Source: an optimization exercise on an open RTL-to-GDS flow (aim: small area, a short achievable clock period and few clock cycles). Production flows keep margins and buffers that such runs may drop.
Only simulation tests tie the RTL to the original design; equivalence was not proved.
No activity file was given, so power comes from the tool's default toggle rates.

==> flow/design.v (outline; a module is shown in full before it is edited, if it fits) <==
// module nfpm_dist: 1393 lines
// module nearest_free_point_matcher: 463 lines
module nearest_free_point_matcher #(
   parameter int MAX_POINTS  = nfpm_pkg::MAX_POINTS_DEF,
   parameter int COORD_WIDTH = nfpm_pkg::COORD_WIDTH_DEF
) (
   input  logic                                clock,
   input  logic                                reset,
   input  logic                                req_valid,
   output logic                                req_ready,
   input  logic [nfpm_pkg::CMD_W-1:0]          req_cmd,
   input  logic signed [COORD_WIDTH-1:0]       req_pos_x,
   input  logic signed [COORD_WIDTH-1:0]       req_pos_y,
   output logic                                rsp_valid,
   input  logic                                rsp_ready,
   output logic [nfpm_pkg::STATUS_W-1:0]       rsp_status,
   output logic [nfpm_pkg::INDEX_W-1:0]        rsp_point_index,
   output logic [nfpm_pkg::DIST_W-1:0]         rsp_dist_sq,
   output logic                                rsp_last
);
  // ...
==> flow/run.sh <==
#!/bin/bash
# synth_recipe.tcl (not shown) runs the flow's synth.tcl, then flattens the netlist and writes it again
# the make line also repeats each setting of config.mk as NAME=value (left out here)
make -C /OpenROAD-flow-scripts/flow DESIGN_CONFIG=/design/flow/config.mk WORK_HOME=/design/flow/orfs CLKGATE_MAP_FILE= SYNTH_SCRIPT=/design/flow/synth_recipe.tcl finish
==> flow/config.mk <==
export PLATFORM = sky130hd
export DESIGN_NAME = nearest_free_point_matcher
export DESIGN_NICKNAME = nearest_free_point_matcher
export VERILOG_FILES = /design/flow/design.v
export SDC_FILE = /design/flow/constraint.sdc
export NUM_CORES = 4
export LEC_CHECK = 0
export CAP_MARGIN = 20
export CORE_MARGIN = 2
export CORE_UTILIZATION = 40
export SETUP_SLACK_MARGIN = 5
export SLEW_MARGIN = 20
==> flow/constraint.sdc <==
create_clock -name core_clock -period 11.0 [get_ports {clock}]
set_input_delay 2.2000 -clock core_clock [delete_from_list [all_inputs] [get_ports {clock}]]
set_output_delay 2.2000 -clock core_clock [all_outputs]
set_load 0.01 [all_outputs]
==> summary.txt, run 1 <==
Yosys
  – Post-synthesis mux area share: 3.55%
  – Synth area leader: dfxtp_1
  – Seq/Total Area, Yosys: 39.1%
  – Ranking of synthesized cells by area: dfxtp_1, fa_1, ha_1
  – Most common library cells after synthesis: dfxtp_1, inv_1, ha_1
  – Post-synth top flop: dfxtp_1

Routing
  – DRC violations left: 0
  – Post-route ant nets: 0

Final layout
  – Most common cell after layout, fill and taps aside: dfxtp_1
  – Seq/total area: 35.0%
  – Max reg flops: 2048
  – FF/Latch Area: 82300 um^2
  – Antenna cells: 376
  – Clk cell area share: 5.90%
  – Largest regs: ring (2048), s3_d (264)
  – Most frequent cells in the layout: dfxtp_1, inv_1, ha_1

Min path
  – Hold path startpoint: ring[52][27]

Power
  – Group drawing the most power: combinational cells
  – Sw Share: 43.8%
  – Clock power share: 22.7%
  – Power per cell area: 267 nW/um^2

Worst setup path
  – Crit-path max cell delay: 660 ps
  – CP max stage cell: ha_1
  – Crit path capture: s4_b2d[21]
  – Type of origin of the critical path: flip-flop

Placed design
  – HPWL after DPL: 568000 um
  – Final Wtd Congestion: 1.05
  – Place WS: 4930 ps

Status
  – Run status: complete, no violations

Floorplanning
  – Initial core utilization: 40.1%
  – Row cnt: 266
  – Total core area: 524000 um^2
  – Die Wd: 729 um

Timing
  – RSZ-0062 raised after global routing: no

Job
  – Max-Cap Viols: 0

Clock network
  – CTS tree: yes
Testbench counts, summed over its fixed seeds: cycles 24,679.
==> module nearest_free_point_matcher, before the edit <==
module nearest_free_point_matcher #(
   parameter int MAX_POINTS  = nfpm_pkg::MAX_POINTS_DEF,
   parameter int COORD_WIDTH = nfpm_pkg::COORD_WIDTH_DEF
) (
   input  logic                                clock,
   input  logic                                reset,
   input  logic                                req_valid,
   output logic                                req_ready,
   input  logic [nfpm_pkg::CMD_W-1:0]          req_cmd,
   input  logic signed [COORD_WIDTH-1:0]       req_pos_x,
   input  logic signed [COORD_WIDTH-1:0]       req_pos_y,
   output logic                                rsp_valid,
   input  logic                                rsp_ready,
   output logic [nfpm_pkg::STATUS_W-1:0]       rsp_status,
   output logic [nfpm_pkg::INDEX_W-1:0]        rsp_point_index,
   output logic [nfpm_pkg::DIST_W-1:0]         rsp_dist_sq,
   output logic                                rsp_last
);
   localparam int N   = 64;               
   localparam int NT  = nfpm_pkg::NTAPS;  
   localparam int P   = N / NT;           
   localparam int LP  = $clog2(P);
   logic [31:0]  ring [N];
   logic [N-1:0] fr;                      
   logic [5:0]   rot;
   logic [5:0]   base;
   logic [6:0]   count;
   logic [N-1:0] free_vec;                
   logic         in_v;
   logic [1:0]   in_cmd;
   logic [15:0]  in_x, in_y;
   logic         sk_v;
   logic [1:0]   sk_cmd;
   logic [15:0]  sk_x, sk_y;
   logic         ab_v;
   logic [5:0]   ab_label;
   logic [31:0]  ab_data;
   logic         sc_act;
   logic [LP-1:0] sc_cnt;
   logic signed [15:0] qx, qy;
   logic         wp_v;
   logic [5:0]   wp_idx;
   logic         mark_p;
   localparam int RD = 4;                 
   logic [39:0]  rf [RD];
   logic [1:0]   rf_wp, rf_rp;
   logic [2:0]   rf_n;
   logic [1:0]   infl;                    
   logic         single_v;
   logic         rep_act;
   logic [N-1:0] rem;
   logic [2:0]   pre;
   logic [1:0]   fix;
   logic         mark_rem;
   logic [1:0]   kill;
   logic [1:0]   kill_eff;
   logic         o_v, o2_v, x_v;
   logic [42:0]  o_item, o2_item, x_item;
   logic         s1_v, s1_first, s1_last;
   logic [5:0]   s1_ci;
   logic [15:0]  s1_tx [NT];
   logic [15:0]  s1_ty [NT];
   logic [NT-1:0] s1_f;
   logic         s2_v, s2_first, s2_last;
   logic [5:0]   s2_ci;
   logic [32:0]  s2_ra [NT];
   logic [32:0]  s2_rb [NT];
   logic [NT-1:0] s2_f;
   logic         s3_v, s3_first, s3_last;
   logic [5:0]   s3_ci;
   logic [32:0]  s3_d [NT];
   logic [NT-1:0] s3_f;
   logic [32:0]  acc_d;
   logic [5:0]   acc_i;
   logic         acc_v;
   logic [5:0]   cx [NT];
   logic [NT-1:0] bt [NT];                
   logic [NT-1:0] lose [NT];
   logic [NT-1:0] win1, win2;
   logic [32:0]  b1_d, b2_d;
   logic [5:0]   b1_i, b2_i;
   logic         s4_v, s4_first, s4_last;
   logic [32:0]  s4_b1d, s4_b2d;
   logic [5:0]   s4_b1i, s4_b2i;
   logic         s4_b1v, s4_b2v;
   logic [32:0]  sel_d;
   logic [5:0]   sel_i;
   logic         sel_v;
   logic [5-LP:0] hi [NT];
   logic [5:0]   wr_t;
   logic [NT-1:0] wr_en, wr_hit;
   logic [5:0]   mpos;
   logic         do_clear;
   logic [31:0]  ring_d [N];
   logic [N-1:0] fr_d;
   logic         ab_load;
   logic         ab_v_n;
   logic [5:0]   wr_t_n;
   logic [NT-1:0] wr_hit_n;
   always_comb begin
      ab_v_n = ab_v && (wr_hit == '0) && !do_clear;
      wr_t_n = wr_t - 6'd1;
      if (ab_load) begin
         ab_v_n = 1'b1;
         wr_t_n = add_label - rot - 6'd2;
      end
      for (int j = 0; j < NT; j++) begin
         wr_hit_n[j] = ab_v_n && (wr_t_n == 6'(j * P));
         wr_en[j]    = wr_hit[j] && !do_clear;
      end
   end
   always_ff @(posedge clock) begin
      if (reset) begin
         wr_hit <= '0;
      end else begin
         wr_hit <= wr_hit_n;
      end
      wr_t <= wr_t_n;
   end
   assign mpos = wp_idx + base - rot;
   always_comb begin
      for (int p = 0; p < N; p++) begin
         ring_d[p] = ring[(p + 1) % N];
         fr_d[p]   = fr[(p + 1) % N] && !(mark_p && mpos == 6'((p + 1) % N));
         if (p % P == 0) begin
            if (wr_hit[p / P]) begin
               ring_d[p] = ab_data;
               fr_d[p]   = 1'b1;
            end
         end
         fr_d[p] = fr_d[p] && !do_clear;
      end
   end
   always_ff @(posedge clock) begin
      for (int p = 0; p < N; p++) ring[p] <= ring_d[p];
   end
   logic busy;
   logic out_free;
   logic cons;
   logic q_ok;
   logic full;
   logic ab_free;
   logic scan_free;
   logic [5:0] add_label;
   logic push, pop, rep_go;
   logic rep_cons;
   assign busy      = (infl != 2'd0) || mark_p;
   assign out_free  = !o2_v;
   assign full      = (count == 7'd64);
   assign ab_free   = !ab_v || (wr_hit != '0);
   assign scan_free = !sc_act || sc_cnt == LP'(P - 1);
   assign q_ok      = scan_free && (3'(infl) + rf_n) < 3'(RD);
   assign add_label = (count == 7'd0) ? (rot + 6'd2) : (base + count[5:0]);
   always_comb begin
      cons = 1'b0;
      if (in_v) begin
         unique case (in_cmd)
            nfpm_pkg::CMD_CLEAR:  cons = scan_free;
            nfpm_pkg::CMD_ADD:    cons = full ? (!busy && rf_n == '0 && !rep_act && !single_v)
                                              : (ab_free && scan_free);
            nfpm_pkg::CMD_QUERY:  cons = q_ok;
            nfpm_pkg::CMD_REPORT: cons = !rep_act && !single_v && kill == '0;
         endcase
      end
   end
   assign req_ready = !sk_v;
   assign do_clear  = cons && in_cmd == nfpm_pkg::CMD_CLEAR;
   assign ab_load   = cons && in_cmd == nfpm_pkg::CMD_ADD && !full;
   assign rep_cons  = cons && in_cmd == nfpm_pkg::CMD_REPORT;
   assign kill_eff  = do_clear ? infl : kill;
   assign push   = s4_v && s4_last;
   assign rep_go = rep_act && pre == '0;
   assign pop    = out_free && !rep_go && !single_v && rf_n != '0;
   logic [N-1:0] rem_pref;
   logic [N-1:0] rem_low;
   logic [5:0]   rem_idx;
   logic         rem_last;
   always_comb begin
      rem_pref[0] = 1'b0;
      for (int i = 1; i < N; i++) rem_pref[i] = rem_pref[i-1] | rem[i-1];
      rem_low = rem & ~rem_pref;
      rem_idx = '0;
      for (int i = 0; i < N; i++) if (rem_low[i]) rem_idx = rem_idx | 6'(i);
      rem_last = (rem & rem_pref) == '0;
   end
   always_comb begin
      x_v    = out_free && (rep_go || single_v || rf_n != '0);
      x_item = '0;
      if (rep_go) begin
         if (rem == '0) x_item = {nfpm_pkg::STS_NONE, 6'd0, 33'd0, 1'b1};
         else           x_item = {nfpm_pkg::STS_UNUSED, rem_idx, 33'd0, rem_last};
      end else if (single_v) begin
         x_item = {nfpm_pkg::STS_FULL, 6'd0, 33'd0, 1'b1};
      end else if (rf_head[39]) begin
         x_item = {nfpm_pkg::STS_MATCHED, rf_head[38:33], rf_head[32:0], 1'b1};
      end else begin
         x_item = {nfpm_pkg::STS_NO_FREE, 6'd0, 33'd0, 1'b1};
      end
   end
   always_ff @(posedge clock) begin
      if (!sk_v) begin
         sk_cmd <= req_cmd;
         sk_x   <= req_pos_x;
         sk_y   <= req_pos_y;
      end
   end
   logic [39:0] rf_head;
   assign rf_head = rf[rf_rp];
   always_ff @(posedge clock) begin
      if (push) rf[rf_wp] <= {sel_v, sel_i, sel_d};
   end
   always_ff @(posedge clock) begin
      if (reset) begin
         in_v     <= 1'b0;
         sk_v     <= 1'b0;
         ab_v     <= 1'b0;
         sc_act   <= 1'b0;
         sc_cnt   <= '0;
         count    <= '0;
         free_vec <= '0;
         fr       <= '0;
         rot      <= '0;
         wp_v     <= 1'b0;
         mark_p   <= 1'b0;
         rf_wp    <= '0;
         rf_rp    <= '0;
         rf_n     <= '0;
         infl     <= '0;
         fix      <= '0;
         kill     <= '0;
         mark_rem <= 1'b0;
         single_v <= 1'b0;
         rep_act  <= 1'b0;
         o_v      <= 1'b0;
         o2_v     <= 1'b0;
         s1_v     <= 1'b0;
         s2_v     <= 1'b0;
         s3_v     <= 1'b0;
         s4_v     <= 1'b0;
      end else begin
         rot     <= rot + 6'd1;
         ab_v    <= ab_v_n;
         fr      <= fr_d;
         if (!in_v || cons) begin
            if (sk_v) begin
               in_v   <= 1'b1;
               sk_v   <= 1'b0;
            end else begin
               in_v   <= req_valid;
            end
         end else if (req_valid && !sk_v) begin
            sk_v <= 1'b1;
         end
         mark_p   <= 1'b0;
         mark_rem <= 1'b0;
         if (mark_p)   free_vec[wp_idx] <= 1'b0;
         infl <= infl + 2'(cons && in_cmd == nfpm_pkg::CMD_QUERY) - 2'(push);
         rf_n <= rf_n + 3'(push) - 3'(pop);
         if (push) rf_wp <= rf_wp + 2'd1;
         if (pop)  rf_rp <= rf_rp + 2'd1;
         if (rep_cons) begin
            fix <= infl - 2'(push);
         end else begin
            if (push && fix != '0) fix <= fix - 2'd1;
         end
         if (sc_act) begin
            sc_cnt <= sc_cnt + LP'(1);
            if (sc_cnt == LP'(P - 1)) sc_act <= 1'b0;
         end
         if (cons) begin
            unique case (in_cmd)
               nfpm_pkg::CMD_CLEAR: begin
                  count    <= '0;
                  free_vec <= '0;
                  if (infl == '0) wp_v <= 1'b0;
               end
               nfpm_pkg::CMD_ADD: begin
                  if (full) begin
                     single_v  <= 1'b1;
                  end else begin
                     count    <= count + 7'd1;
                     free_vec[count[5:0]] <= 1'b1;
                  end
               end
               nfpm_pkg::CMD_QUERY: begin
                  sc_act <= 1'b1;
                  sc_cnt <= '0;
               end
               nfpm_pkg::CMD_REPORT: begin
                  rep_act <= 1'b1;
               end
            endcase
         end
         s1_v <= sc_act;
         s2_v <= s1_v;
         s3_v <= s2_v;
         s4_v <= s3_v;
         if (out_free) begin
            if (rep_go) begin
               if (rem_last) rep_act <= 1'b0;
            end else if (single_v) begin
               single_v <= 1'b0;
            end
         end
         if (!o_v || rsp_ready) begin
            o_v  <= o2_v || x_v;
            o2_v <= 1'b0;
         end else if (x_v) begin
            o2_v <= 1'b1;
         end
         kill <= (push && kill_eff != '0) ? kill_eff - 2'd1 : kill_eff;
         if (push) begin
            wp_v      <= sel_v && kill_eff == '0;
            mark_p    <= sel_v && kill_eff == '0;
            mark_rem  <= sel_v && (rep_cons ? infl != '0 : fix != '0);
         end
      end
   end
   always_ff @(posedge clock) begin
      if (!in_v || cons) begin
         if (sk_v) begin
            in_cmd <= sk_cmd;
            in_x   <= sk_x;
            in_y   <= sk_y;
         end else begin
            in_cmd <= req_cmd;
            in_x   <= req_pos_x;
            in_y   <= req_pos_y;
         end
      end
      if (ab_load) begin
         ab_label <= add_label;
         ab_data  <= {in_x, in_y};
         if (count == 7'd0) base <= rot + 6'd2;
      end
      if (cons && in_cmd == nfpm_pkg::CMD_QUERY) begin
         qx <= in_x;
         qy <= in_y;
      end
      if (push) wp_idx <= sel_i;
      if (mark_rem) rem[wp_idx] <= 1'b0;
      if (rep_cons) begin
         rem <= free_vec;
         if (mark_p) rem[wp_idx] <= 1'b0;
         pre <= rf_n + 3'(infl) - 3'(pop);
      end else if (pop && rep_act) begin
         pre <= pre - 3'd1;
      end
      if (out_free && rep_go) rem <= rem & rem_pref;
      if (!o_v || rsp_ready) begin
         o_item <= o2_v ? o2_item : x_item;
      end else if (x_v) begin
         o2_item <= x_item;
      end
   end
   always_ff @(posedge clock) begin
      s1_first <= (sc_cnt == '0);
      s1_last  <= (sc_cnt == LP'(P - 1));
      s1_ci    <= rot - base;
      for (int j = 0; j < NT; j++) begin : rd
         logic signed [16:0] dx, dy, nx, ny;
         dx = $signed({ring[j*P][31], ring[j*P][31:16]}) - $signed({qx[15], qx});
         nx = $signed({qx[15], qx}) - $signed({ring[j*P][31], ring[j*P][31:16]});
         dy = $signed({ring[j*P][15], ring[j*P][15:0]})  - $signed({qy[15], qy});
         ny = $signed({qy[15], qy}) - $signed({ring[j*P][15], ring[j*P][15:0]});
         s1_tx[j] <= dx[16] ? nx[15:0] : dx[15:0];
         s1_ty[j] <= dy[16] ? ny[15:0] : dy[15:0];
         s1_f[j]  <= fr[j*P];
      end
   end
   logic [32:0] cs_a [NT];
   logic [32:0] cs_b [NT];
   for (genvar j = 0; j < NT; j++) begin : g_dist
      nfpm_dist u_dist (
         .tx (s1_tx[j]),
         .ty (s1_ty[j]),
         .ra (cs_a[j]),
         .rb (cs_b[j])
      );
   end
   always_ff @(posedge clock) begin
      s2_first <= s1_first;
      s2_last  <= s1_last;
      s2_ci    <= s1_ci;
      s2_f     <= s1_f;
      for (int j = 0; j < NT; j++) begin
         s2_ra[j] <= cs_a[j];
         s2_rb[j] <= cs_b[j];
      end
   end
   always_ff @(posedge clock) begin
      s3_first <= s2_first;
      s3_last  <= s2_last;
      s3_ci    <= s2_ci;
      s3_f     <= s2_f;
      for (int j = 0; j < NT; j++) s3_d[j] <= s2_ra[j] + s2_rb[j];
   end
   always_comb begin
      for (int j = 0; j < NT; j++) begin
         hi[j] = s3_ci[5:LP] + (6-LP)'(j);
         cx[j] = s3_ci + 6'(j * P);
      end
      for (int a = 0; a < NT; a++) begin
         bt[a][a] = 1'b1;
         for (int b = a + 1; b < NT; b++) begin
            bt[a][b] = (s3_d[a] < s3_d[b]) || (s3_d[a] == s3_d[b] && hi[a] < hi[b]);
            bt[b][a] = !bt[a][b];
         end
      end
      for (int a = 0; a < NT; a++) begin
         lose[a]  = s3_f & ~bt[a];
         win1[a]  = s3_f[a] && lose[a] == '0;
         win2[a]  = s3_f[a] && lose[a] != '0 && (lose[a] & (lose[a] - NT'(1))) == '0;
      end
      b1_d = '0;
      b1_i = '0;
      b2_d = '0;
      b2_i = '0;
      for (int a = 0; a < NT; a++) begin
         b1_d = b1_d | (s3_d[a] & {33{win1[a]}});
         b1_i = b1_i | (cx[a] & {6{win1[a]}});
         b2_d = b2_d | (s3_d[a] & {33{win2[a]}});
         b2_i = b2_i | (cx[a] & {6{win2[a]}});
      end
   end
   always_ff @(posedge clock) begin
      s4_first <= s3_first;
      s4_last  <= s3_last;
      s4_b1d   <= b1_d;
      s4_b1i   <= b1_i;
      s4_b1v   <= s3_f != '0;
      s4_b2d   <= b2_d;
      s4_b2i   <= b2_i;
      s4_b2v   <= win2 != '0;
   end
   always_comb begin
      logic ex1, lt1, lt2, av, take;
      ex1   = wp_v && s4_b1i == wp_idx;
      av    = acc_v && !s4_first;
      lt1   = (s4_b1d < acc_d) || (s4_b1d == acc_d && s4_b1i < acc_i);
      lt2   = (s4_b2d < acc_d) || (s4_b2d == acc_d && s4_b2i < acc_i);
      take  = ex1 ? (s4_b2v && (!av || lt2)) : (s4_b1v && (!av || lt1));
      sel_v = take || av;
      sel_d = acc_d;
      sel_i = acc_i;
      if (take) begin
         sel_d = ex1 ? s4_b2d : s4_b1d;
         sel_i = ex1 ? s4_b2i : s4_b1i;
      end
   end
   always_ff @(posedge clock) begin
      if (s4_v) begin
         acc_d <= sel_d;
         acc_i <= sel_i;
         acc_v <= sel_v;
      end
   end
   assign rsp_valid       = o_v;
   assign rsp_status      = o_item[42:40];
   assign rsp_point_index = o_item[39:34];
   assign rsp_dist_sq     = o_item[33:1];
   assign rsp_last        = o_item[0];
endmodule
==> inputs of run 2 (changes only) <==
--- a/flow/design.v
+++ b/flow/design.v
@@ -1462,6 +1462,7 @@
    logic         sc_act;
    logic [LP-1:0] sc_cnt;
    logic signed [15:0] qx, qy;
+   logic [6:0]   qcnt;                    
    logic         wp_v;
    logic [5:0]   wp_idx;
    logic         mark_p;
@@ -1504,9 +1505,9 @@
    logic [32:0]  b1_d, b2_d;
    logic [5:0]   b1_i, b2_i;
    logic         s4_v, s4_first, s4_last;
-   logic [32:0]  s4_b1d, s4_b2d;
-   logic [5:0]   s4_b1i, s4_b2i;
-   logic         s4_b1v, s4_b2v;
+   logic [5:0]   s4_ci;
+   logic [NT-1:0] s4_w1, s4_w2;
+   logic [32:0]  s4_d [NT];
    logic [32:0]  sel_d;
    logic [5:0]   sel_i;
    logic         sel_v;
@@ -1581,7 +1582,7 @@
          unique case (in_cmd)
             nfpm_pkg::CMD_CLEAR:  cons = scan_free;
             nfpm_pkg::CMD_ADD:    cons = full ? (!busy && rf_n == '0 && !rep_act && !single_v)
-                                              : (ab_free && scan_free);
+                                              : ab_free;
             nfpm_pkg::CMD_QUERY:  cons = q_ok;
             nfpm_pkg::CMD_REPORT: cons = !rep_act && !single_v && kill == '0;
          endcase
@@ -1758,8 +1759,9 @@
          if (count == 7'd0) base <= rot + 6'd2;
       end
       if (cons && in_cmd == nfpm_pkg::CMD_QUERY) begin
-         qx <= in_x;
-         qy <= in_y;
+         qx   <= in_x;
+         qy   <= in_y;
+         qcnt <= count;
       end
       if (push) wp_idx <= sel_i;
       if (mark_rem) rem[wp_idx] <= 1'b0;
@@ -1789,7 +1791,7 @@
          ny = $signed({qy[15], qy}) - $signed({ring[j*P][15], ring[j*P][15:0]});
          s1_tx[j] <= dx[16] ? nx[15:0] : dx[15:0];
          s1_ty[j] <= dy[16] ? ny[15:0] : dy[15:0];
-         s1_f[j]  <= fr[j*P];
+         s1_f[j]  <= fr[j*P] && {1'b0, 6'(rot - base + 6'(j * P))} < qcnt;
       end
    end
    logic [32:0] cs_a [NT];
@@ -1819,10 +1821,21 @@
       s3_f     <= s2_f;
       for (int j = 0; j < NT; j++) s3_d[j] <= s2_ra[j] + s2_rb[j];
    end
+   function automatic logic one_of(input logic [NT-1:0] v);
+      logic [NT-1:0] an, tw;
+      an = v;
+      tw = '0;
+      for (int w = NT / 2; w >= 1; w = w / 2) begin
+         for (int m = 0; m < w; m++) begin
+            tw[m] = tw[2*m] | tw[2*m+1] | (an[2*m] & an[2*m+1]);
+            an[m] = an[2*m] | an[2*m+1];
+         end
+      end
+      one_of = an[0] && !tw[0];
+   endfunction
    always_comb begin
       for (int j = 0; j < NT; j++) begin
          hi[j] = s3_ci[5:LP] + (6-LP)'(j);
-         cx[j] = s3_ci + 6'(j * P);
       end
       for (int a = 0; a < NT; a++) begin
          bt[a][a] = 1'b1;
@@ -1834,42 +1847,45 @@
       for (int a = 0; a < NT; a++) begin
          lose[a]  = s3_f & ~bt[a];
          win1[a]  = s3_f[a] && lose[a] == '0;
-         win2[a]  = s3_f[a] && lose[a] != '0 && (lose[a] & (lose[a] - NT'(1))) == '0;
-      end
-      b1_d = '0;
-      b1_i = '0;
-      b2_d = '0;
-      b2_i = '0;
-      for (int a = 0; a < NT; a++) begin
-         b1_d = b1_d | (s3_d[a] & {33{win1[a]}});
-         b1_i = b1_i | (cx[a] & {6{win1[a]}});
-         b2_d = b2_d | (s3_d[a] & {33{win2[a]}});
-         b2_i = b2_i | (cx[a] & {6{win2[a]}});
+         win2[a]  = s3_f[a] && one_of(lose[a]);
       end
    end
    always_ff @(posedge clock) begin
       s4_first <= s3_first;
       s4_last  <= s3_last;
-      s4_b1d   <= b1_d;
-      s4_b1i   <= b1_i;
-      s4_b1v   <= s3_f != '0;
-      s4_b2d   <= b2_d;
-      s4_b2i   <= b2_i;
-      s4_b2v   <= win2 != '0;
+      s4_ci    <= s3_ci;
+      s4_w1    <= win1;
+      s4_w2    <= win2;
+      for (int j = 0; j < NT; j++) s4_d[j] <= s3_d[j];
    end
    always_comb begin
-      logic ex1, lt1, lt2, av, take;
-      ex1   = wp_v && s4_b1i == wp_idx;
+      logic ex1, lt1, lt2, av, take, v1, v2;
+      logic [NT-1:0] exw;
+      b1_d = '0;
+      b1_i = '0;
+      b2_d = '0;
+      b2_i = '0;
+      for (int a = 0; a < NT; a++) begin
+         cx[a]  = s4_ci + 6'(a * P);
+         exw[a] = cx[a] == wp_idx;
+         b1_d = b1_d | (s4_d[a] & {33{s4_w1[a]}});
+         b1_i = b1_i | (cx[a] & {6{s4_w1[a]}});
+         b2_d = b2_d | (s4_d[a] & {33{s4_w2[a]}});
+         b2_i = b2_i | (cx[a] & {6{s4_w2[a]}});
+      end
+      v1    = s4_w1 != '0;
+      v2    = s4_w2 != '0;
+      ex1   = wp_v && (s4_w1 & exw) != '0;
       av    = acc_v && !s4_first;
-      lt1   = (s4_b1d < acc_d) || (s4_b1d == acc_d && s4_b1i < acc_i);
-      lt2   = (s4_b2d < acc_d) || (s4_b2d == acc_d && s4_b2i < acc_i);
-      take  = ex1 ? (s4_b2v && (!av || lt2)) : (s4_b1v && (!av || lt1));
+      lt1   = {b1_d, b1_i} < {acc_d, acc_i};
+      lt2   = {b2_d, b2_i} < {acc_d, acc_i};
+      take  = ex1 ? (v2 && (!av || lt2)) : (v1 && (!av || lt1));
       sel_v = take || av;
       sel_d = acc_d;
       sel_i = acc_i;
       if (take) begin
-         sel_d = ex1 ? s4_b2d : s4_b1d;
-         sel_i = ex1 ? s4_b2i : s4_b1i;
+         sel_d = ex1 ? b2_d : b1_d;
+         sel_i = ex1 ? b2_i : b1_i;
       end
    end
    always_ff @(posedge clock) begin
--- a/flow/config.mk
+++ b/flow/config.mk
@@ -7,6 +7,7 @@
 export LEC_CHECK = 0
 export CAP_MARGIN = 20
 export CORE_MARGIN = 2
-export CORE_UTILIZATION = 40
+export CORE_UTILIZATION = 55
+export CTS_BUF_LIST = sky130_fd_sc_hd__clkbuf_8
 export SETUP_SLACK_MARGIN = 5
 export SLEW_MARGIN = 20
==> run 2 against run 1 <==
Against the previous run: global-route usage increased by 9.3 points; highest routed layer unchanged; critical endpoint is now rf[0][24]; setup slack improved by 520 ps; routed wire length decreased by 0.52%; synthesized cell count increased by 0.98%; largest cell class unchanged; cell count decreased by 4.7%; clock skew decreased by 28 ps.
==> summary.txt, run 2 <==
Routing
  – Routed WL per cell: 27.7 um (was 26.5 um)
  – Via count: 153000 (was 147000)
  – Top sig layer: met5 (unchanged)
  – Metal-1 WL: 303000 um (was 317000 um)
  – DR WL met2: 308000 um (was 322000 um)
  – WL met3: 63500 um (was 47400 um)
  – First-pass DRT Iterations: 12 (was 13)
  – DRC violations left: 0 (unchanged)
  – Drt via density: 5.82 (was 5.32)
  – Initial drt markers: 14500 (was 12500)
  – Post-route ant nets: 0 (unchanged)
  – Routed wire length: 728000 um (was 732000 um)

Yosys
  – Yosys cell types: 90 (was 102)
  – Count leader, synth: dfxtp_1 (unchanged)
  – Cell area after synthesis: 216000 um^2 (was 210000 um^2)
  – Seq/Total Area, Yosys: 40.1% (was 39.1%)
  – Mapped Avg Cell Area: 10.8 um^2 (was 10.6 um^2)
  – Share of the synthesized area in the top cell type: 33.6% (was 32.5%)
  – Post-Syn Nets: 23600 (was 23400)
  – Most common library cells after synthesis: dfxtp_1, inv_1, ha_1 (unchanged)
  – Post-synth top flop: dfxtp_1 (unchanged)
  – Ys async rst share: 0% (unchanged)
  – Yosys warns: 27 (was 25)
  – Mapped Cells: 20000 (was 19800)
  – Synth area leader: dfxtp_1 (unchanged)
  – Ranking of synthesized cells by area: dfxtp_1, fa_1, ha_1 (unchanged)
  – Flops & latches, synth: 4092 (was 3879)
  – Number of synthesized flops with an enable pin: 470 (was 463)

Min path
  – Hold Path Sink: ring[14][2] (was ring[51][27])
  – Hold depth: 0 (unchanged)
  – Hold crit path type: reg -> reg (unchanged)
  – Hold path startpoint: ring[15][2] (was ring[52][27])

Timing
  – Final Max Slew Viols: 0 (unchanged)
  – RSZ-0062 raised after global routing: no (unchanged)
  – Worst-margin pin slew: 1400 ps (was 1380 ps)
  – Hold Worst Slack: 253 ps (was 247 ps)
  – Min cycle time layout: 5460 ps (was 5980 ps)
  – Final hold vios: 0 (unchanged)
  – Clock skew: 104 ps (was 132 ps)
  – Fmax: 183 MHz (was 167 MHz)
  – Relative slew slack: 6.33% (was 7.17%)
  – Fin Setup TNS: 0 ps (unchanged)
  – Final setup viols: 0 (unchanged)
  – Ratio of final minimum period to clock period: 49.6% (was 54.4%)

Clock network
  – Root Buffer: clkbuf_8 (was clkbuf_16)
  – CTS tree: yes (unchanged)
  – Clock Latency Late Sink: 1250 ps (was 1100 ps)
  – Sink Count: 4092 (was 3879)
  – H-tree depth: 6 (was 5)
  – Hold_buf cts: 0 (unchanged)
  – Post-CTS Setup Bufs: 0 (was 1)
  – Worst-path clk slew: 60 ps (about the same)
  – CTS Buf Count: 656 (was 401)
  – Clk buf depth: 4 (unchanged)
  – CTS resizes: 0 (was 2)

Floorplanning
  – Row cnt: 230 (was 266)
  – Initial core utilization: 55.1% (was 40.1%)
  – IO Count: 83 (unchanged)
  – Die Span Y: 630 um (was 729 um)
  – Die area: 397000 um^2 (was 532000 um^2)
  – Die Wd: 630 um (was 729 um)
  – Total core area: 392000 um^2 (was 524000 um^2)

Worst setup path
  – R2R Setup Slk: 5540 ps (was 5020 ps)
  – CP max stage cell: or4_1 (was ha_1)
  – Type of origin of the critical path: flip-flop (unchanged)
  – WP data arrival: 6430 ps (was 6860 ps)
  – Critical path fanouts, max: 36 (was 24)
  – Crit Path Category: reg -> reg (unchanged)
  – Crit-path max cell delay: 610 ps (was 660 ps)
  – Cell mode on critical path: buf_4
  – Cell count of the worst reg-to-reg path: 13 (was 15)
  – Worst-path cell chain: buf_4, or4_1, nor2_1, nor2b_1, ha_1, a21o_1, a2111oi_0, o21ai_0, a211o_1, a41o_1, nand3_2, buf_4, mux2i_1 (was ha_1, inv_1, ha_1, a211o_1, nor3_1, o2111ai_1, a21oi_1, a22oi_1, nor2b_1, a32oi_1, a21oi_4, buf_4, a22oi_1, o21ai_0, or3_1)
  – FF-to-FF Start: s4_w2[3] (was s3_ci[3])
  – Worst path bufs/invs: 2 (unchanged)
  – Crit end category: flip-flop (unchanged)
  – Worst r2r dst: rf[0][24] (was s4_b2d[21])
  – CP top delay family: compound AO/OA/AOI/OAI gates (unchanged)
  – Worst EP required: 11970 ps (was 11880 ps)
  – WP depth: 13 (was 15)

Final layout
  – Largest regs: ring (2048), s3_d (264), s4_d (264) (was ring (2048), s3_d (264))
  – Synth-to-layout area growth: 10.3% (was 11.8%)
  – Max reg flops: 2048 (unchanged)
  – Most common cell after layout, fill and taps aside: dfxtp_1 (unchanged)
  – Final net count: 24000 (was 23600)
  – Layout Cells excl Fill: 26300 (was 27600)
  – Biggest register: ring (unchanged)
  – Share of cells above drive strength 1: 8.92% (was 7.60%)
  – Most frequent cells in the layout: dfxtp_1, inv_1, ha_1 (unchanged)
  – Post-route cell area: 238000 um^2 (was 235000 um^2)

Global route
  – Largest net degree at the start of global routing: 82 (was 111)
  – First-pass GRT wire length: 1040000 um (about the same)
  – Vias in the first global route: 151000 (was 144000)
  – Gr ovfl total: 0 (unchanged)
  – Initial antenna violation count: 118 (was 122)
  – Global Route Usage Sum: 36.3% (was 27.0%)

Placed design
  – Placed inst area: 223000 um^2 (was 220000 um^2)
  – Final Wtd Congestion: 1.06 (was 1.05)
  – PortBufs: 82 (unchanged)
  – Placed instance count: 24900 (was 26500)
  – HPWL after DPL: 543000 um (was 568000 um)

Power
  – Worst vdd ir: 0.251 mV (was 0.230 mV)
  – Total power: 71.5 mW (was 62.7 mW)
  – Leak: 107 nW (was 103 nW)
  – Power per cell area: 300 nW/um^2 (was 267 nW/um^2)

Job
  – Max-Cap Viols: 0 (unchanged)

Status
  – Run status: complete, no violations (unchanged)
run 2: through the flow:
stage | worst slack (ps) | utilization (%)
global placement | 5600 | 57.0
finish | 5540 | 60.8
CTS | 5500 | 60.6
detailed placement | 5580 | 57.1
floorplan | 5840 | -
global route | 5240 | 60.7
run 2: metal layers:
| metal | up-vias | track usage (%) |
|---|---|---|
| met1 | 75800 | 47.9 |
| met5 | - | 0 |
| met4 | 44 | 23.1 |
| li1 | 68700 | - |
| met3 | 1737 | 8.28 |
| met2 | 6896 | 53.8 |
run 2: layout make-up:
class | instances | area [um^2]
Tap cell | 5220 | 6530
Fill cell | 32800 | 154000
Inverter | 2140 | 8030
Clock buffer | 798 | 11000
Clock inverter | 400 | 3080
Sequential cell | 4092 | 86700
Multi-Input combinational cell | 13100 | 119000
Timing Repair Buffer | 389 | 3140
Antenna cell | 205 | 513
run 2: cells by family after synthesis:
logic type                 after synthesis  synth area share [%]
and+or+nand+nor                       4555                  11.5
DFF                                   4092                  40.1
adders and majority gates             3650                  26.7
AOI/OAI and AO/OA                     3593                  10.8
buffers and inverters                 2789                  4.86
muxes                                  641                  3.41
xor gates and xnor gates               640                  2.60
run 2: power by group:
part | leakage, nW | internal (mW) | total (mW) | switching (mW)
Sequential | 34.0 | 18.2 | 21.3 | 3.06
Combinational | 64.8 | 14.6 | 36.5 | 21.8
Clock | 7.93 | 7.40 | 13.7 | 6.31
run 2: worst max path at each step:
stage / start / to / slack [ps]
2_1_floorplan: rsp_ready / o2_item[0] / 5840
3_3_place_gp: s4_w2[3] / rf[0][11] / 5600
3_5_place_dp: s4_w2[3] / rf[1][24] / 5580
4_1_cts: s4_w2[3] / rf[0][24] / 5500
5_1_grt: s4_w2[3] / rf[1][17] / 5240
6_report: s4_w2[3] / rf[0][24] / 5540
Testbench counts of run 2, summed over its fixed seeds: cycles 24,507.
==> inputs of run 3 (changes only) <==
--- a/flow/design.v
+++ b/flow/design.v
@@ -1505,6 +1505,7 @@
    logic [32:0]  b1_d, b2_d;
    logic [5:0]   b1_i, b2_i;
    logic         s4_v, s4_first, s4_last;
+   logic         done;                    
    logic [5:0]   s4_ci;
    logic [NT-1:0] s4_w1, s4_w2;
    logic [32:0]  s4_d [NT];
@@ -1542,11 +1543,16 @@
       end
       wr_t <= wr_t_n;
    end
-   assign mpos = wp_idx + base - rot;
+   logic         mark_f;
+   always_ff @(posedge clock) begin
+      if (reset) mark_f <= 1'b0;
+      else       mark_f <= mark_p;
+      mpos <= wp_idx + base - rot - 6'd1;
+   end
    always_comb begin
       for (int p = 0; p < N; p++) begin
          ring_d[p] = ring[(p + 1) % N];
-         fr_d[p]   = fr[(p + 1) % N] && !(mark_p && mpos == 6'((p + 1) % N));
+         fr_d[p]   = fr[(p + 1) % N] && !(mark_f && mpos == 6'((p + 1) % N));
          if (p % P == 0) begin
             if (wr_hit[p / P]) begin
                ring_d[p] = ab_data;
@@ -1593,7 +1599,7 @@
    assign ab_load   = cons && in_cmd == nfpm_pkg::CMD_ADD && !full;
    assign rep_cons  = cons && in_cmd == nfpm_pkg::CMD_REPORT;
    assign kill_eff  = do_clear ? infl : kill;
-   assign push   = s4_v && s4_last;
+   assign push   = done;
    assign rep_go = rep_act && pre == '0;
    assign pop    = out_free && !rep_go && !single_v && rf_n != '0;
    logic [N-1:0] rem_pref;
@@ -1601,8 +1607,12 @@
    logic [5:0]   rem_idx;
    logic         rem_last;
    always_comb begin
-      rem_pref[0] = 1'b0;
-      for (int i = 1; i < N; i++) rem_pref[i] = rem_pref[i-1] | rem[i-1];
+      logic [N-1:0] incl;
+      incl = rem;
+      for (int s = 1; s < N; s = s * 2) begin
+         for (int i = N - 1; i >= s; i--) incl[i] = incl[i] | incl[i-s];
+      end
+      rem_pref = {incl[N-2:0], 1'b0};
       rem_low = rem & ~rem_pref;
       rem_idx = '0;
       for (int i = 0; i < N; i++) if (rem_low[i]) rem_idx = rem_idx | 6'(i);
@@ -1632,7 +1642,7 @@
    logic [39:0] rf_head;
    assign rf_head = rf[rf_rp];
    always_ff @(posedge clock) begin
-      if (push) rf[rf_wp] <= {sel_v, sel_i, sel_d};
+      if (push) rf[rf_wp] <= {acc_v, acc_i, acc_d};
    end
    always_ff @(posedge clock) begin
       if (reset) begin
@@ -1662,6 +1672,7 @@
          s2_v     <= 1'b0;
          s3_v     <= 1'b0;
          s4_v     <= 1'b0;
+         done     <= 1'b0;
       end else begin
          rot     <= rot + 6'd1;
          ab_v    <= ab_v_n;
@@ -1734,10 +1745,11 @@
             o2_v <= 1'b1;
          end
          kill <= (push && kill_eff != '0) ? kill_eff - 2'd1 : kill_eff;
+         done <= s4_v && s4_last;
          if (push) begin
-            wp_v      <= sel_v && kill_eff == '0;
-            mark_p    <= sel_v && kill_eff == '0;
-            mark_rem  <= sel_v && (rep_cons ? infl != '0 : fix != '0);
+            wp_v      <= acc_v && kill_eff == '0;
+            mark_p    <= acc_v && kill_eff == '0;
+            mark_rem  <= acc_v && (rep_cons ? infl != '0 : fix != '0);
          end
       end
    end
@@ -1763,7 +1775,7 @@
          qy   <= in_y;
          qcnt <= count;
       end
-      if (push) wp_idx <= sel_i;
+      if (push) wp_idx <= acc_i;
       if (mark_rem) rem[wp_idx] <= 1'b0;
       if (rep_cons) begin
          rem <= free_vec;
@@ -1859,15 +1871,18 @@
       for (int j = 0; j < NT; j++) s4_d[j] <= s3_d[j];
    end
    always_comb begin
-      logic ex1, lt1, lt2, av, take, v1, v2;
+      logic ex1, lt1, lt2, av, take, v1, v2, ex_v;
+      logic [5:0] ex_i;
       logic [NT-1:0] exw;
+      ex_v  = done ? acc_v : wp_v;
+      ex_i  = done ? acc_i : wp_idx;
       b1_d = '0;
       b1_i = '0;
       b2_d = '0;
       b2_i = '0;
       for (int a = 0; a < NT; a++) begin
          cx[a]  = s4_ci + 6'(a * P);
-         exw[a] = cx[a] == wp_idx;
+         exw[a] = cx[a] == ex_i;
          b1_d = b1_d | (s4_d[a] & {33{s4_w1[a]}});
          b1_i = b1_i | (cx[a] & {6{s4_w1[a]}});
          b2_d = b2_d | (s4_d[a] & {33{s4_w2[a]}});
@@ -1875,7 +1890,7 @@
       end
       v1    = s4_w1 != '0;
       v2    = s4_w2 != '0;
-      ex1   = wp_v && (s4_w1 & exw) != '0;
+      ex1   = ex_v && (s4_w1 & exw) != '0;
       av    = acc_v && !s4_first;
       lt1   = {b1_d, b1_i} < {acc_d, acc_i};
       lt2   = {b2_d, b2_i} < {acc_d, acc_i};
==> run 3 against run 2 <==
Against the previous run: still clean on timing, DRC and antenna; critical path depth down 3; global-route usage down 1.7 points; clock-buffer cell count up 16; critical endpoint is now s1_ty[1][14].
==> summary.txt, run 3 <==
Status
  – Run status: complete, no violations (unchanged)

Timing
  – RSZ-0062 raised after global routing: no (unchanged)
  – Clock skew: 107 ps (was 104 ps)
  – Final hold vios: 0 (unchanged)
  – Worst-margin pin slew: 1360 ps (was 1400 ps)
  – Fmax: 197 MHz (was 183 MHz)
  – Final Max Slew Viols: 0 (unchanged)
  – Ratio of final minimum period to clock period: 46.2% (was 49.6%)
  – Final setup viols: 0 (unchanged)
  – Relative slew slack: 9.33% (was 6.33%)
  – Hold Worst Slack: 274 ps (was 253 ps)
  – Fin Setup TNS: 0 ps (unchanged)
  – Min cycle time layout: 5080 ps (was 5460 ps)

Clock network
  – Clk buf depth: 4 (unchanged)
  – Sink Count: 4100 (was 4092)
  – CTS tree: yes (unchanged)
  – CTS Buf Count: 655 (was 656)
  – Post-CTS Setup Bufs: 0 (unchanged)
  – Worst-path clk slew: 70 ps (was 60 ps)
  – Clock Latency Late Sink: 1310 ps (was 1250 ps)
  – H-tree depth: 6 (unchanged)
  – Hold_buf cts: 0 (unchanged)
  – Root Buffer: clkbuf_8 (unchanged)
  – CTS resizes: 0 (unchanged)

Floorplanning
  – Die area: 396000 um^2 (was 397000 um^2)
  – Row cnt: 229 (was 230)
  – Die Span Y: 630 um (about the same)
  – IO Count: 83 (unchanged)
  – Initial core utilization: 55.3% (was 55.1%)
  – Total core area: 389000 um^2 (was 392000 um^2)
  – Die Wd: 630 um (about the same)

Job
  – Max-Cap Viols: 0 (unchanged)

Yosys
  – Post-Synth Simple-Gate Area: 11.6% (was 11.5%)
  – Post-synthesis mux area share: 3.34% (was 3.41%)
  – Adder-Cell Fraction of Synth Area: 26.7% (about the same)
  – Post-Syn Nets: 23500 (was 23600)
  – Ys async rst share: 0% (unchanged)
  – Seq/Total Area, Yosys: 40.3% (was 40.1%)
  – Flops & latches, synth: 4100 (was 4092)
  – Most common library cells after synthesis: dfxtp_1, inv_1, ha_1 (unchanged)
  – Yosys cell types: 118 (was 90)
  – Share of the synthesized area in the top cell type: 33.8% (was 33.6%)
  – Count leader, synth: dfxtp_1 (unchanged)
  – Ranking of synthesized cells by area: dfxtp_1, fa_1, ha_1 (unchanged)
  – Post-synth top flop: dfxtp_1 (unchanged)
  – Compound-cell area share of the yosys netlist: 10.6% (was 10.8%)
  – Yosys warns: 27 (unchanged)
  – Synth area leader: dfxtp_1 (unchanged)
  – Mapped Avg Cell Area: 10.9 um^2 (was 10.8 um^2)
  – Mapped Cells: 19800 (was 20000)
  – XOR/XNOR Fraction of Synth Area: 2.59% (was 2.60%)
  – Largest family of logic cells by synthesized area: adder cells (unchanged)
  – Number of synthesized flops with an enable pin: 464 (was 470)
  – Cell area after synthesis: 215000 um^2 (was 216000 um^2)

Power
  – Power per cell area: 301 nW/um^2 (was 300 nW/um^2)
  – Worst vdd ir: 0.244 mV (was 0.251 mV)
  – Total power: 71.3 mW (was 71.5 mW)
  – Leak: 107 nW (about the same)

Final layout
  – Most frequent cells in the layout: dfxtp_1, inv_1, ha_1 (unchanged)
  – Post-route cell area: 237000 um^2 (was 238000 um^2)
  – Max reg flops: 2048 (unchanged)
  – Core Util, Final: 60.9% (was 60.8%)
  – Most common cell after layout, fill and taps aside: dfxtp_1 (unchanged)
  – Final net count: 23800 (was 24000)
  – Largest regs: ring (2048), s3_d (264), s4_d (264) (unchanged)
  – Biggest register: ring (unchanged)
  – Share of cells above drive strength 1: 9.08% (was 8.92%)
  – Synth-to-layout area growth: 10.1% (was 10.3%)

Routing
  – Routed wire length: 694000 um (was 728000 um)
  – Initial drt markers: 13500 (was 14500)
  – Post-route ant nets: 0 (unchanged)
  – Via count: 149000 (was 153000)
  – Drt via density: 5.71 (was 5.82)
  – Routed WL per cell: 26.6 um (was 27.7 um)
  – DRC violations left: 0 (unchanged)
  – First-pass DRT Iterations: 7 (was 12)

Placed design
  – HPWL after DPL: 533000 um (was 543000 um)
  – Placed inst area: 222000 um^2 (was 223000 um^2)
  – Final Wtd Congestion: 1.05 (was 1.06)
  – PortBufs: 82 (unchanged)

Global route
  – Gr ovfl total: 0 (unchanged)
  – First-pass GRT wire length: 999000 um (was 1040000 um)
  – Largest net degree at the start of global routing: 96 (was 82)
  – Global Route Usage Sum: 34.5% (was 36.3%)
  – Initial antenna violation count: 117 (was 118)
  – Vias in the first global route: 146000 (was 151000)

Min path
  – Hold Path Sink: s2_ci[2] (was ring[14][2])
  – Hold path startpoint: s1_ci[2] (was ring[15][2])
  – Hold crit path type: reg -> reg (unchanged)
  – Hold depth: 0 (unchanged)

Worst setup path
  – Crit end category: flip-flop (unchanged)
  – Worst EP required: 12120 ps (was 11970 ps)
  – FF-to-FF Start: qy[5] (was s4_w2[3])
  – Critical path fanouts, max: 14 (was 36)
  – R2R Setup Slk: 5920 ps (was 5540 ps)
  – Type of origin of the critical path: flip-flop (unchanged)
  – WP data arrival: 6200 ps (was 6430 ps)
  – Worst r2r dst: s1_ty[1][14] (was rf[0][24])
  – Crit Path Category: reg -> reg (unchanged)
  – Cell count of the worst reg-to-reg path: 10 (was 13)
## run 3: cell types whose count changed in the layout (fill, tap and decap cells not counted), moves of 40 or more
cell / previous run / this run
buf_4: 304 / 254
a21oi_1: 928 / 866
nor2_1: 566 / 609
nand2_1: 809 / 743
mux2i_1: 249 / 180
o311a_1: 62 / 3
mux2_2: 347 / 387
a21o_1: 457 / 652
inv_1: 2335 / 2267
## run 3: cell families after synthesis
group / count (synthesis)
AO/OA/AOI/OAI: 3518
XOR/XNOR: 636
adder cells (fa/ha/maj): 3648
buffers and inverters: 2734
flip-flops: 4100
multiplexers: 618
AND/OR/NAND/NOR: 4547
## run 3: per-layer routing
metal  track usage [%]  part of all wire (%)  vias to the layer above
li1                  -                     -                    67800
met1              46.3                    42                    74000
met2              52.3                    43                     5711
met3              6.56                   7.6                     1345
met4              20.2                   6.6                       34
met5                 0                 0.037                        -
## run 3: how the worst max path moves through the flow
| stage | start | endpoint | cells past startpoint |
|---|---|---|---|
| floorplan | count[0] | infl[0] | 12 |
| global placement | s4_w2[4] | acc_d[10] | 14 |
| detailed placement | s4_ci[3] | acc_d[10] | 15 |
| CTS | s4_w2[4] | acc_d[17] | 14 |
| global route | qy[2] | s1_ty[1][14] | 13 |
| finish | qy[5] | s1_ty[1][14] | 10 |
## run 3: critical path, cell delays in order, from the launching register on
cell	delay, ps
edfxtp_1	780
inv_1	520
ha_1	720
o21ai_0	470
a21oi_1	420
a41oi_1	220
a31oi_1	310
a211oi_1	190
mux2i_4	750
mux2_2	420
xnor2_1	120
## run 3: power breakdown
part / internal [mW] / switching, mW
Clock: 7.57 / 6.37
Combinational: 14.5 / 21.5
Sequential: 18.2 / 3.19
## run 3: cell type report
| class | count | area (um^2) |
|---|---|---|
| fill | 32600 | 152000 |
| multi-input combinational | 13000 | 118000 |
| sequential | 4100 | 86800 |
| clock buffer | 814 | 11200 |
| inverter | 2096 | 7870 |
| tap | 5197 | 6500 |
| clock inverter | 375 | 3040 |
| timing repair buffer | 338 | 2750 |
| antenna | 181 | 453 |
## run 3: stage by stage
step	std cells	setup slack [ps]
after global routing	26000	5750
after CTS	25900	5990
final	26100	5920
after detailed placement	24700	6040
after global placement	24700	6050
after floorplan	19800	5230
Testbench counts of run 3, summed over its fixed seeds: cycles 24,600.
==> inputs of run 4 (changes only) <==
--- a/flow/design.v
+++ b/flow/design.v
@@ -1461,7 +1461,11 @@
    logic [31:0]  ab_data;
    logic         sc_act;
    logic [LP-1:0] sc_cnt;
-   logic signed [15:0] qx, qy;
+   logic [15:0]  qxc [2];
+   logic [15:0]  qyc [2];
+   function automatic logic [15:0] qmask(input int k);
+      qmask = (k == 0) ? 16'h0000 : 16'hffff;
+   endfunction
    logic [6:0]   qcnt;                    
    logic         wp_v;
    logic [5:0]   wp_idx;
@@ -1771,8 +1775,10 @@
          if (count == 7'd0) base <= rot + 6'd2;
       end
       if (cons && in_cmd == nfpm_pkg::CMD_QUERY) begin
-         qx   <= in_x;
-         qy   <= in_y;
+         for (int k = 0; k < 2; k++) begin
+            qxc[k] <= in_x ^ qmask(k);
+            qyc[k] <= in_y ^ qmask(k);
+         end
          qcnt <= count;
       end
       if (push) wp_idx <= acc_i;
@@ -1797,6 +1803,9 @@
       s1_ci    <= rot - base;
       for (int j = 0; j < NT; j++) begin : rd
          logic signed [16:0] dx, dy, nx, ny;
+         logic [15:0] qx, qy;
+         qx = qxc[(2 * j) / NT] ^ qmask((2 * j) / NT);
+         qy = qyc[(2 * j) / NT] ^ qmask((2 * j) / NT);
          dx = $signed({ring[j*P][31], ring[j*P][31:16]}) - $signed({qx[15], qx});
          nx = $signed({qx[15], qx}) - $signed({ring[j*P][31], ring[j*P][31:16]});
          dy = $signed({ring[j*P][15], ring[j*P][15:0]})  - $signed({qy[15], qy});
--- a/flow/config.mk
+++ b/flow/config.mk
@@ -8,6 +8,5 @@
 export CAP_MARGIN = 20
 export CORE_MARGIN = 2
 export CORE_UTILIZATION = 55
-export CTS_BUF_LIST = sky130_fd_sc_hd__clkbuf_8
 export SETUP_SLACK_MARGIN = 5
 export SLEW_MARGIN = 20
==> run 4 against run 3 <==
Against the previous run: flip-flop and latch count is 32 higher; critical path depth up 6; clock-buffer cell count down 257; worst hold slack improved by 11 ps; still clean on timing, DRC and antenna; clock skew shrank 27 ps; setup slack lost 120 ps; combinational power is 6.1% lower; design area grew 0.85%; highest routed layer unchanged.
==> summary.txt, run 4 <==
Floorplanning
  – Total core area: 392000 um^2 (was 389000 um^2)
  – Die area: 399000 um^2 (was 396000 um^2)
  – Initial core utilization: 55.2% (was 55.3%)
  – Die Span Y: 631 um (was 630 um)
  – IO Count: 83 (unchanged)
  – Die Wd: 631 um (was 630 um)
  – Row cnt: 230 (was 229)

Final layout
  – Final net count: 23900 (was 23800)
  – Synth-to-layout area growth: 10.4% (was 10.1%)
  – Biggest register: ring (unchanged)
  – Max reg flops: 2048 (unchanged)
  – Largest regs: ring (2048), s3_d (264), s4_d (264) (unchanged)
  – Most common cell after layout, fill and taps aside: dfxtp_1 (unchanged)
  – Core Util, Final: 60.9% (about the same)
  – Most frequent cells in the layout: dfxtp_1, inv_1, ha_1 (unchanged)
  – Layout Cells excl Fill: 26000 (was 26100)
  – Share of cells above drive strength 1: 7.57% (was 9.08%)

Worst setup path
  – Type of origin of the critical path: flip-flop (unchanged)
  – Worst EP required: 11660 ps (was 12120 ps)
  – Critical path fanouts, max: 23 (was 14)
  – WP data arrival: 5860 ps (was 6200 ps)
  – Crit Path Category: reg -> reg (unchanged)
  – Crit end category: flip-flop (unchanged)

Timing
  – Min cycle time layout: 5200 ps (was 5080 ps)
  – Clock skew: 80.8 ps (was 107 ps)
  – Relative slew slack: 11.5% (was 9.33%)
  – Fmax: 192 MHz (was 197 MHz)
  – Ratio of final minimum period to clock period: 47.2% (was 46.2%)
  – Final hold vios: 0 (unchanged)
  – Worst-margin pin slew: 1320 ps (was 1360 ps)
  – Fin Setup TNS: 0 ps (unchanged)
  – Final Max Slew Viols: 0 (unchanged)
  – Final setup viols: 0 (unchanged)
  – RSZ-0062 raised after global routing: no (unchanged)

Global route
  – First-pass GRT wire length: 1010000 um (was 999000 um)
  – Largest net degree at the start of global routing: 105 (was 96)
  – Initial antenna violation count: 103 (was 117)
  – Global Route Usage Sum: 35.0% (was 34.5%)
  – Vias in the first global route: 147000 (was 146000)
  – Gr ovfl total: 0 (unchanged)

Routing
  – Routed wire length: 706000 um (was 694000 um)
  – Post-route ant nets: 0 (unchanged)
  – First-pass DRT Iterations: 7 (unchanged)
  – DRC violations left: 0 (unchanged)
  – Via count: 150000 (was 149000)
  – Routed WL per cell: 27.1 um (was 26.6 um)
  – Initial drt markers: 13500 (about the same)
  – Drt via density: 5.76 (was 5.71)

Yosys
  – Most common library cells after synthesis: dfxtp_1, inv_1, ha_1 (unchanged)
  – Ys async rst share: 0% (unchanged)
  – Yosys cell types: 93 (was 118)
  – Mapped Avg Cell Area: 10.8 um^2 (was 10.9 um^2)
  – Synth area leader: dfxtp_1 (unchanged)
  – Count leader, synth: dfxtp_1 (unchanged)
  – Ranking of synthesized cells by area: dfxtp_1, fa_1, ha_1 (unchanged)
  – Share of the synthesized area in the top cell type: 33.6% (was 33.8%)
  – Post-Syn Nets: 23800 (was 23500)
  – Flops & latches, synth: 4132 (was 4100)
  – Number of synthesized flops with an enable pin: 496 (was 464)
  – Seq/Total Area, Yosys: 40.5% (was 40.3%)
  – Cell area after synthesis: 217000 um^2 (was 215000 um^2)
  – Yosys warns: 31 (was 27)
  – Post-synth top flop: dfxtp_1 (unchanged)
  – Mapped Cells: 20100 (was 19800)

Clock network
  – Root Buffer: clkbuf_16 (was clkbuf_8)
  – Worst-path clk slew: 70 ps (about the same)
  – Sink Count: 4132 (was 4100)
  – H-tree depth: 5 (was 6)
  – CTS Buf Count: 408 (was 655)
  – Clk buf depth: 4 (unchanged)
  – Post-CTS Setup Bufs: 0 (unchanged)
  – Hold_buf cts: 0 (unchanged)
  – CTS resizes: 0 (unchanged)
  – Clock Latency Late Sink: 1020 ps (was 1310 ps)
  – CTS tree: yes (unchanged)

Power
  – Power per cell area: 291 nW/um^2 (was 301 nW/um^2)
  – Leak: 107 nW (about the same)
  – Worst vdd ir: 0.208 mV (was 0.244 mV)

Min path
  – Hold crit path type: reg -> reg (unchanged)

Placed design
  – HPWL after DPL: 539000 um (was 533000 um)
  – Final Wtd Congestion: 1.09 (was 1.05)
  – PortBufs: 82 (unchanged)
  – Placed instance count: 25000 (was 24700)

Status
  – Run status: complete, no violations (unchanged)

Job
  – Max-Cap Viols: 0 (unchanged)
run 4: changes by cell type after synthesis, moves of 24 or more:
cell / delta
mux2i_1: -25
nor2_1: +98
o21ai_0: +24
edfxtp_1: +32
o21bai_1: +33
nor2b_1: -46
nand2b_1: -28
a21oi_1: +103
inv_1: +117
buf_2: -34
xor2_1: -26
a21o_1: +24
run 4: layout make-up:
type | count | area (um^2)
Sequential cell | 4132 | 87700
Fill cell | 32800 | 153000
Tap cell | 5220 | 6530
Timing Repair Buffer | 367 | 2990
Clock inverter | 201 | 2530
Antenna cell | 214 | 536
Clock buffer | 557 | 11900
Inverter | 2212 | 8300
Multi-Input combinational cell | 13100 | 118000
run 4: stage by stage:
stage	hold slack [ps]	area [um^2]	power (mW)	worst slack (ps)
global route	286	239000	74.5	5600
detailed placement	312	224000	54.5	5680
CTS	288	238000	69.3	5650
global placement	310	224000	54.0	5660
floorplan	310	217000	41.8	5310
finish	285	239000	69.5	5800
run 4: report_power, final:
group / internal [mW] / total [mW] / switching, mW / leakage [nW]
Clock: 8.49 / 14.7 / 6.23 / 7.04
Combinational: 13.5 / 33.8 / 20.3 / 65.8
Sequential: 18.2 / 21.0 / 2.78 / 34.5
run 4: path summary, 6_finish.rpt:
path | from | to | slack [ps] | cells past startpoint
worst max-delay path | s4_w2[3] | acc_d[1] | 5800 | 16
worst min-delay path | ring[63][9] | ring[62][9] | 280 | 0
worst max register to register | s4_w2[3] | acc_d[1] | 5800 | 16
worst min register to register | ring[63][9] | ring[62][9] | 280 | 0
run 4: critical path, stage by stage (launching register included):
cell and delay (ps):
dfxtp_1 890, buf_4 420, a22oi_1 130, nand4_1 160, ha_1 250, a21o_1 180, a21o_1 170, a21o_1 180
a21o_1 170, a21o_1 160, a21o_1 180, a221oi_1 270, a21bo_2 280, a221o_1 310, a311oi_1 310, o31a_2 520
buf_16 240
run 4: kinds of logic (layout without fill, tap and decap cells):
kind of cell | count (synthesis) | in the layout | synth area share (%)
other cells | 0 | 214 | 0
fa+ha+maj | 3643 | 3643 | 26.5
buf+inv | 2835 | 3337 | 4.92
mux | 592 | 592 | 3.19
flops | 4132 | 4132 | 40.5
simple gates | 4572 | 4572 | 11.4
xor+xnor | 628 | 628 | 2.54
compound gates | 3677 | 3677 | 10.9
run 4: per-layer routing:
layer	wire length (um)	part of all wire, %	GRT usage (%)
met5	217	0.031	0
met3	56900	8.1	7.15
met1	298000	42	46.9
met4	47900	6.8	20.8
met2	303000	43	52.4
Testbench counts of run 4, summed over its fixed seeds: cycles 24,600.
==> inputs of run 5 (changes only) <==
--- a/flow/design.v
+++ b/flow/design.v
@@ -1842,6 +1842,18 @@
       s3_f     <= s2_f;
       for (int j = 0; j < NT; j++) s3_d[j] <= s2_ra[j] + s2_rb[j];
    end
+   function automatic logic lt40(input logic [39:0] a, input logic [39:0] b);
+      logic [63:0] l, e;
+      l = {24'h0, ~a & b};
+      e = {24'hffffff, ~(a ^ b)};
+      for (int s = 32; s >= 1; s = s / 2) begin
+         for (int m = 0; m < s; m++) begin
+            l[m] = l[2*m+1] | (e[2*m+1] & l[2*m]);
+            e[m] = e[2*m+1] & e[2*m];
+         end
+      end
+      lt40 = l[0];
+   endfunction
    function automatic logic one_of(input logic [NT-1:0] v);
       logic [NT-1:0] an, tw;
       an = v;
@@ -1901,8 +1913,8 @@
       v2    = s4_w2 != '0;
       ex1   = ex_v && (s4_w1 & exw) != '0;
       av    = acc_v && !s4_first;
-      lt1   = {b1_d, b1_i} < {acc_d, acc_i};
-      lt2   = {b2_d, b2_i} < {acc_d, acc_i};
+      lt1   = lt40(40'({b1_d, b1_i}), 40'({acc_d, acc_i}));
+      lt2   = lt40(40'({b2_d, b2_i}), 40'({acc_d, acc_i}));
       take  = ex1 ? (v2 && (!av || lt2)) : (v1 && (!av || lt1));
       sel_v = take || av;
       sel_d = acc_d;
==> run 5 against run 4 <==
Against the previous run: clock power hardly changed; core utilization about the same; flip-flop and latch count unchanged; sequential power about the same; design area about the same; synthesized cell count fell by 0.64%; register-to-register slack lost 100 ps; clock-buffer cell count rose by 15; synthesized area hardly changed; clock skew shrank 5.7 ps; sequential share of layout area about the same; critical path type unchanged; critical endpoint is now acc_d[20].
==> summary.txt, run 5 <==
Yosys
  – Post-synth top flop: dfxtp_1 (unchanged)
  – Count leader, synth: dfxtp_1 (unchanged)
  – Number of synthesized flops with an enable pin: 496 (unchanged)
  – Ranking of synthesized cells by area: dfxtp_1, fa_1, ha_1 (unchanged)
  – Yosys cell types: 95 (was 93)
  – Share of the synthesized area in the top cell type: 33.6% (about the same)
  – Ys async rst share: 0% (unchanged)
  – Most common library cells after synthesis: dfxtp_1, inv_1, ha_1 (unchanged)
  – Mapped Cells: 20000 (was 20100)
  – Post-Syn Nets: 23600 (was 23800)
  – Seq/Total Area, Yosys: 40.5% (about the same)
  – Synth area leader: dfxtp_1 (unchanged)
  – Mapped Avg Cell Area: 10.8 um^2 (about the same)
  – Cell area after synthesis: 216000 um^2 (was 217000 um^2)
  – Yosys warns: 31 (unchanged)
  – Flops & latches, synth: 4132 (unchanged)

Timing
  – Ratio of final minimum period to clock period: 48.2% (was 47.2%)
  – RSZ-0062 raised after global routing: no (unchanged)
  – Min cycle time layout: 5300 ps (was 5200 ps)
  – Fin Setup TNS: 0 ps (unchanged)
  – Final hold vios: 0 (unchanged)
  – Final Max Slew Viols: 0 (unchanged)
  – Relative slew slack: 17.4% (was 11.5%)
  – Hold Worst Slack: 273 ps (was 285 ps)
  – Final setup viols: 0 (unchanged)
  – Worst-margin pin slew: 1230 ps (was 1320 ps)
  – Fmax: 189 MHz (was 192 MHz)
  – Clock skew: 75.1 ps (was 80.8 ps)

Final layout
  – Most frequent cells in the layout: dfxtp_1, inv_1, ha_1 (unchanged)
  – Max reg flops: 2048 (unchanged)
  – Most common cell after layout, fill and taps aside: dfxtp_1 (unchanged)
  – Share of cells above drive strength 1: 7.34% (was 7.57%)
  – Final net count: 23800 (was 23900)
  – Largest regs: ring (2048), s3_d (264), s4_d (264) (unchanged)
  – Biggest register: ring (unchanged)
  – Synth-to-layout area growth: 10.4% (about the same)

Worst setup path
  – Type of origin of the critical path: flip-flop (unchanged)
  – Critical path fanouts, max: 21 (was 23)
  – R2R Setup Slk: 5700 ps (was 5800 ps)
  – Crit Path Category: reg -> reg (unchanged)
  – WP data arrival: 6030 ps (was 5860 ps)
  – Worst EP required: 11730 ps (was 11660 ps)
  – Crit end category: flip-flop (unchanged)

Power
  – Combinational share of power: 46.4% (was 48.6%)
  – Leak: 107 nW (about the same)
  – Clock power share: 22.3% (was 21.2%)
  – Worst vdd ir: 0.211 mV (was 0.208 mV)
  – Seq pwr share: 31.3% (was 30.2%)
  – P_int: 39.0 mW (was 40.2 mW)
  – Sw Share: 41.4% (was 42.1%)
  – Sw Pwr: 27.6 mW (was 29.3 mW)
  – Power per cell area: 279 nW/um^2 (was 291 nW/um^2)

Routing
  – Post-route ant nets: 0 (unchanged)
  – Initial drt markers: 13300 (was 13500)
  – Drt via density: 5.73 (was 5.76)
  – Routed wire length: 704000 um (was 706000 um)
  – Via count: 149000 (was 150000)
  – Routed WL per cell: 27.2 um (was 27.1 um)
  – DRC violations left: 0 (unchanged)
  – First-pass DRT Iterations: 9 (was 7)

Floorplanning
  – Die Span Y: 631 um (about the same)
  – Die area: 398000 um^2 (was 399000 um^2)
  – Initial core utilization: 55.2% (about the same)
  – Row cnt: 230 (unchanged)
  – Total core area: 392000 um^2 (about the same)
  – Die Wd: 631 um (about the same)
  – IO Count: 83 (unchanged)

Global route
  – Met2 Usage GRT: 53.4% (was 52.4%)
  – Vias in the first global route: 146000 (was 147000)
  – First-pass GRT wire length: 1010000 um (about the same)
  – Gr busiest metal: met2 (unchanged)
  – M1 GR Usage: 46.9% (about the same)
  – Gr ovfl total: 0 (unchanged)
  – Initial antenna violation count: 102 (was 103)
  – Largest net degree at the start of global routing: 107 (was 105)
  – Global Route Usage Sum: 34.9% (was 35.0%)
  – Met3 track utilization from global routing: 7.09% (was 7.15%)

Clock network
  – CTS Buf Count: 412 (was 408)
  – H-tree depth: 5 (unchanged)
  – CTS resizes: 0 (unchanged)
  – Clk buf depth: 4 (unchanged)
  – CTS tree: yes (unchanged)
  – Hold_buf cts: 0 (unchanged)
  – Clock Latency Late Sink: 1050 ps (was 1020 ps)
  – Post-CTS Setup Bufs: 0 (unchanged)
  – Sink Count: 4132 (unchanged)
  – Worst-path clk slew: 60 ps (was 70 ps)
  – Root Buffer: clkbuf_16 (unchanged)

Placed design
  – PortBufs: 82 (unchanged)
  – HPWL after DPL: 539000 um (about the same)
  – Final Wtd Congestion: 1.05 (was 1.09)

Job
  – Max-Cap Viols: 0 (unchanged)

Min path
  – Hold crit path type: reg -> reg (unchanged)

Status
  – Run status: complete, no violations (unchanged)
==> run 5: cell count changes in the layout (fill, tap and decap cells not counted), sizes merged, moves of 48 or more <==
cell / previous run / this run
a21oi: 969 / 881
and4: 19 / 90
diode: 214 / 283
mux2i: 159 / 236
nand4: 332 / 252
nor2: 710 / 656
o21ai: 786 / 738
==> run 5: final cells by class <==
| class | count | area, um^2 |
|---|---|---|
| Antenna cell | 283 | 708 |
| Clock buffer | 572 | 12000 |
| Clock inverter | 193 | 2570 |
| Fill cell | 32500 | 153000 |
| Inverter | 2179 | 8180 |
| Multi-Input combinational cell | 13000 | 119000 |
| Sequential cell | 4132 | 87700 |
| Tap cell | 5220 | 6530 |
| Timing Repair Buffer | 331 | 2690 |
==> run 5: power by group through the flow <==
| stage | Sequential (mW) | Combinational (mW) | Clock, mW |
|---|---|---|---|
| after floorplan | 19.5 | 20.3 | 0 |
| after global routing | 20.9 | 34.6 | 15.7 |
| after global placement | 21.0 | 29.9 | 0 |
| after CTS | 20.7 | 30.6 | 15.1 |
| after detailed placement | 21.0 | 30.4 | 0 |
| final | 20.9 | 30.9 | 14.9 |
==> run 5: routing by layer <==
layer  up-vias  wire length, um
li1      67600                -
met1     73700           296000
met2      5867           306000
met3      1337            57700
met4        30            43800
met5         -              301
==> run 5: final timing paths <==
path                   start         end  cells after the start
hold / removal    ring[3][1]  ring[2][1]                      0
hold reg to reg   ring[3][1]  ring[2][1]                      0
setup reg to reg    s4_w1[0]   acc_d[20]                     16
setup / recovery    s4_w1[0]   acc_d[20]                     16
==> run 5: kinds of logic (layout without fill, tap and decap cells) <==
logic type / Yosys count / in the layout / share of synthesized area [%]
other: 0 / 283 / 0
AND/OR/NAND/NOR: 4584 / 4584 / 11.6
multiplexers: 636 / 636 / 3.38
buffers and inverters: 2806 / 3275 / 4.87
AO/OA/AOI/OAI: 3509 / 3509 / 10.5
flip-flops: 4132 / 4132 / 40.5
XOR/XNOR: 633 / 633 / 2.56
adder cells (fa/ha/maj): 3650 / 3650 / 26.6
==> run 5: stage by stage <==
| stage | util, % | area [um^2] | power [mW] | setup WS (ps) | std cells |
|---|---|---|---|---|---|
| 2_1_floorplan | - | 216000 | 39.8 | 5210 | 20000 |
| 3_3_place_gp | 57.1 | 224000 | 51.0 | 5520 | 24900 |
| 3_5_place_dp | 57.1 | 224000 | 51.4 | 5780 | 24900 |
| 4_1_cts | 60.8 | 238000 | 66.4 | 5720 | 25600 |
| 5_1_grt | 60.9 | 239000 | 71.2 | 5410 | 25900 |
| 6_report | 61.0 | 239000 | 66.6 | 5700 | 25900 |
==> run 5: worst max-delay path, cell delays in order, from the launching register on <==
cell	delay, ps
dfxtp_2	810
buf_4	420
a22oi_1	150
and4_1	310
ha_1	340
a21o_1	170
a21o_1	170
a21o_1	170
a21o_1	170
a21o_1	170
a21oi_1	170
o211ai_1	120
a2111oi_0	640
o21ai_0	200
o211ai_1	360
a21boi_4	260
buf_4	320
Testbench counts of run 5, summed over its fixed seeds: cycles 24,600.

Re-timed with assumed drivers on the ports (clkbuf_16 on the clock, buf_2 on other inputs), run 5 has 5.700 ns of setup slack against 5.700 ns with ideal ports, and 5.700 ns once port delays also move by the mid clock arrival of 1.111 ns.
